Source: an optimization exercise on an open RTL-to-GDS flow (aim: small area). Production flows keep margins and buffers that such runs may drop. Where RTL was checked, it was by simulation tests only, not by an equivalence proof against the original. Power is estimated from default activity; no workload was simulated.

== v6 ==
Design cnn_top, start of the top module:
module cnn_top
(
    input  logic        clk,
    input  logic        reset,
    input  logic        load_req,
    input  logic [15:0] load_cmd,        
    output logic        load_ack,
    input  logic        run_req,
    output logic        run_ack,
    output logic [81:0] result           
);
Size: about 1800 cells after synthesis, roughly 1000 flip-flops, roughly 100 I/O pins, about 27000 um^2 of cells after synthesis.
clock: 10.0 ns
lec_check: 0
cap_margin: 20
core_margin: 2
core_utilization: 60
slew_margin: 20
standard.sh (not shown) runs the stock make flow with config.mk's settings and CLKGATE_MAP_FILE= SYNTH_SCRIPT=/design/flow/synth_recipe.tcl, a recipe that flattens the netlist after the stock synthesis.
==> flow/flow/run.sh <==
#!/bin/bash
set -euo pipefail
export BUFFER_PORTS_ARGS="-buffer_cell sky130_fd_sc_hd__buf_1"
export CTS_ARGS="-sink_clustering_enable -repair_clock_nets -dont_use_dummy_load -buf_list sky130_fd_sc_hd__clkbuf_8 -sink_clustering_size 18 -sink_clustering_max_diameter 60"
bash standard.sh > standard.log 2>&1
#### Input delta (v7 over v6)
-- flow/design.v --
<<< v6, line 504
    logic [7:0] din;
    logic [1:0] img_port;                    
    logic [1:0] a_q;                         
    logic [1:0] a_h;
    logic [1:0] a_l;
    logic       pending;
    logic       wr_ok;
>>> v7, line 504
    logic [7:0] din;
    logic [1:0] img_port;                    
    logic [3:0] psi;
    logic [5:0] a_d;                         
    logic       a_hit;                       
    logic [1:0] a_q;
    logic       pending;
    logic       wr_ok;
<<< v6, line 515
    assign din  = load_cmd[7:0];
    assign img_port = {addr[5] ^ ~phi[5] ^ (addr[4] & ~phi[4]), addr[4] ^ ~phi[4]};
    always_comb
    begin
        a_q = 2'd0;
        a_h = 2'd0;
        a_l = 2'd0;
        for (int i = 0; i < 36; i++)
        begin
            if (addr == 6'(i))
            begin
                a_q = 2'(i / 9);
                a_h = 2'((i % 9) / 3);
                a_l = 2'(i % 3);
            end
        end
    end
    assign hit_img = tgt == 2'd0 && addr[3:0] == phi[3:0];
    assign hit_flt = tgt == 2'd1 && addr < 6'd9 && a_h == ph && a_l == pl;
    assign hit_wts = tgt == 2'd2 && addr < 6'd36 && a_h == ph && a_l == pl;
    assign ignored = tgt == 2'd3 || (tgt == 2'd1 && addr >= 6'd9)
                     || (tgt == 2'd2 && addr >= 6'd36);
>>> v7, line 516
    assign din  = load_cmd[7:0];
    assign img_port = {addr[5] ^ ~phi[5] ^ (addr[4] & ~phi[4]), addr[4] ^ ~phi[4]};
    assign psi   = {ph, 1'b0} + 4'(ph) + 4'(pl);
    assign a_d   = addr - 6'(psi);
    assign a_hit = a_d == 6'd0 || a_d == 6'd9 || a_d == 6'd18 || a_d == 6'd27;
    assign a_q   = a_d[4:3];
    assign hit_img = tgt == 2'd0 && addr[3:0] == phi[3:0];
    assign hit_flt = tgt == 2'd1 && a_d == 6'd0;
    assign hit_wts = tgt == 2'd2 && addr < 6'd36 && a_hit;
    assign ignored = tgt == 2'd3 || (tgt == 2'd1 && addr >= 6'd9)
                     || (tgt == 2'd2 && addr >= 6'd36);
### Flow results
v7 has completed all stages; timing, DRC and antenna checks passed.
v6 went all the way through the flow, and no timing, DRC or antenna check failed.
The final reports for v7 and v6 show fraction of layout instances using a drive strength above 1 lower in the former.
Going from v6 to v7, cell area shrank slightly.
When v7 is set beside v6, its net switching power turns out to be about 15% smaller.
Comparing peak clock frequency supported by timing for v6 and v7, the bigger number came from v7.
Worst path buffer plus inverter count in v7 is 1 higher than in v6
Aggregate routed wire length sits lower in v7 than in v6.

--- another note on this design; it stands on its own ---

## old
Design cnn_top, start of the top module:
module cnn_top
(
    input  logic        clk,
    input  logic        reset,
    input  logic        load_req,
    input  logic [15:0] load_cmd,        
    output logic        load_ack,
    input  logic        run_req,
    output logic        run_ack,
    output logic [81:0] result           
);
    localparam logic [2:0] S_IDLE  = 3'd0;
    localparam logic [2:0] S_WAIT  = 3'd1;
    localparam logic [2:0] S_CONV  = 3'd2;      
    localparam logic [2:0] S_CONV2 = 3'd3;      
    localparam logic [2:0] S_DENSE = 3'd4;
    localparam logic [2:0] S_FIN   = 3'd5;      
    localparam logic [2:0] S_ACK   = 3'd6;
    logic [2:0]  state;
    logic [5:0]  phi;
    logic [1:0]  ph;                         
    logic [1:0]  pl;                         
    logic [1:0]  cls;
    logic        wflag;                      
    logic [63:0][7:0] img;
    logic [8:0][7:0]  flt;
    logic [35:0][7:0] wts;
    logic [8:0][7:0]  fea;
    logic signed [19:0] scores [0:3];
    logic [1:0]  win_class;
  ...
Size in the first run: ~1800 cells after synthesis, roughly 1000 flip-flops, about 100 I/O pins, roughly 27000 µm² of cells after synthesis.
export LEC_CHECK = 0
export CAP_MARGIN = 20
export CORE_MARGIN = 2
export CORE_UTILIZATION = 60
export SLEW_MARGIN = 20
create_clock -name core_clock -period 10.0 [get_ports {clk}]
standard.sh (not shown) runs the stock make flow with config.mk's settings and CLKGATE_MAP_FILE= SYNTH_SCRIPT=/design/flow/synth_recipe.tcl, a recipe that flattens the netlist after the stock synthesis.
==> flow/flow/run.sh <==
#!/bin/bash
set -euo pipefail
export BUFFER_PORTS_ARGS="-buffer_cell sky130_fd_sc_hd__buf_1"
export CTS_ARGS="-sink_clustering_enable -repair_clock_nets -dont_use_dummy_load -buf_list sky130_fd_sc_hd__clkbuf_8 -sink_clustering_size 18 -sink_clustering_max_diameter 60"
bash standard.sh > standard.log 2>&1
--- input diff old..new ---
- GPL_TIMING_DRIVEN: unset -> 0
### Flow results
- Global-route wire length before repair of new falls short of that of old slightly.
- Of the two values seen for launch point of the worst path, state[0] was produced by new and cls[0] by old.
- In the tables for new and old, total power reads lower with old.
- Looking at via-per-instance ratio across new and old, the one that comes out lower is old.
- Side by side, hold slack turned out higher in new than in old.
No run of this note included a check of the RTL's function; only the layout flow was run.

## what the ideal ports hide
No port has a modelled driver above. Below, the same layouts with a new extraction and two added sets of constraints. Step 1: set_driving_cell puts a clkbuf_16 on clk and a buf_2 on each other input, an assumption about the parent block. Step 2 times the ports against the registers' clock, not the clock port: input delays grow and output delays shrink by t, the midpoint of the rising clock arrivals with the driver on. Slacks: no drivers / after step 1 / after step 2; pairs: no drivers / after step 1.
| run | t, ns | setup WS [ns] | hold slack, ns | latest minus earliest clock arrival (ns) | pins driven straight from the clock port |
|---|---|---|---|---|---|
| v6 | 0.680 | 0.297 / 0.297 / 0.297 | 0.282 / 0.282 / 0.282 | 0.071 / 0.070 | 1 |
| v7 | 0.660 | 0.443 / 0.443 / 0.443 | 0.295 / 0.295 / 0.295 | 0.115 / 0.115 | 1 |
| old | 0.683 | 0.359 / 0.359 / 0.359 | 0.283 / 0.283 / 0.283 | 0.061 / 0.061 | 1 |
| new | 0.670 | 0.372 / 0.372 / 0.372 | 0.292 / 0.292 / 0.292 | 0.080 / 0.080 | 1 |
After both steps setup and hold are still met in every run listed.
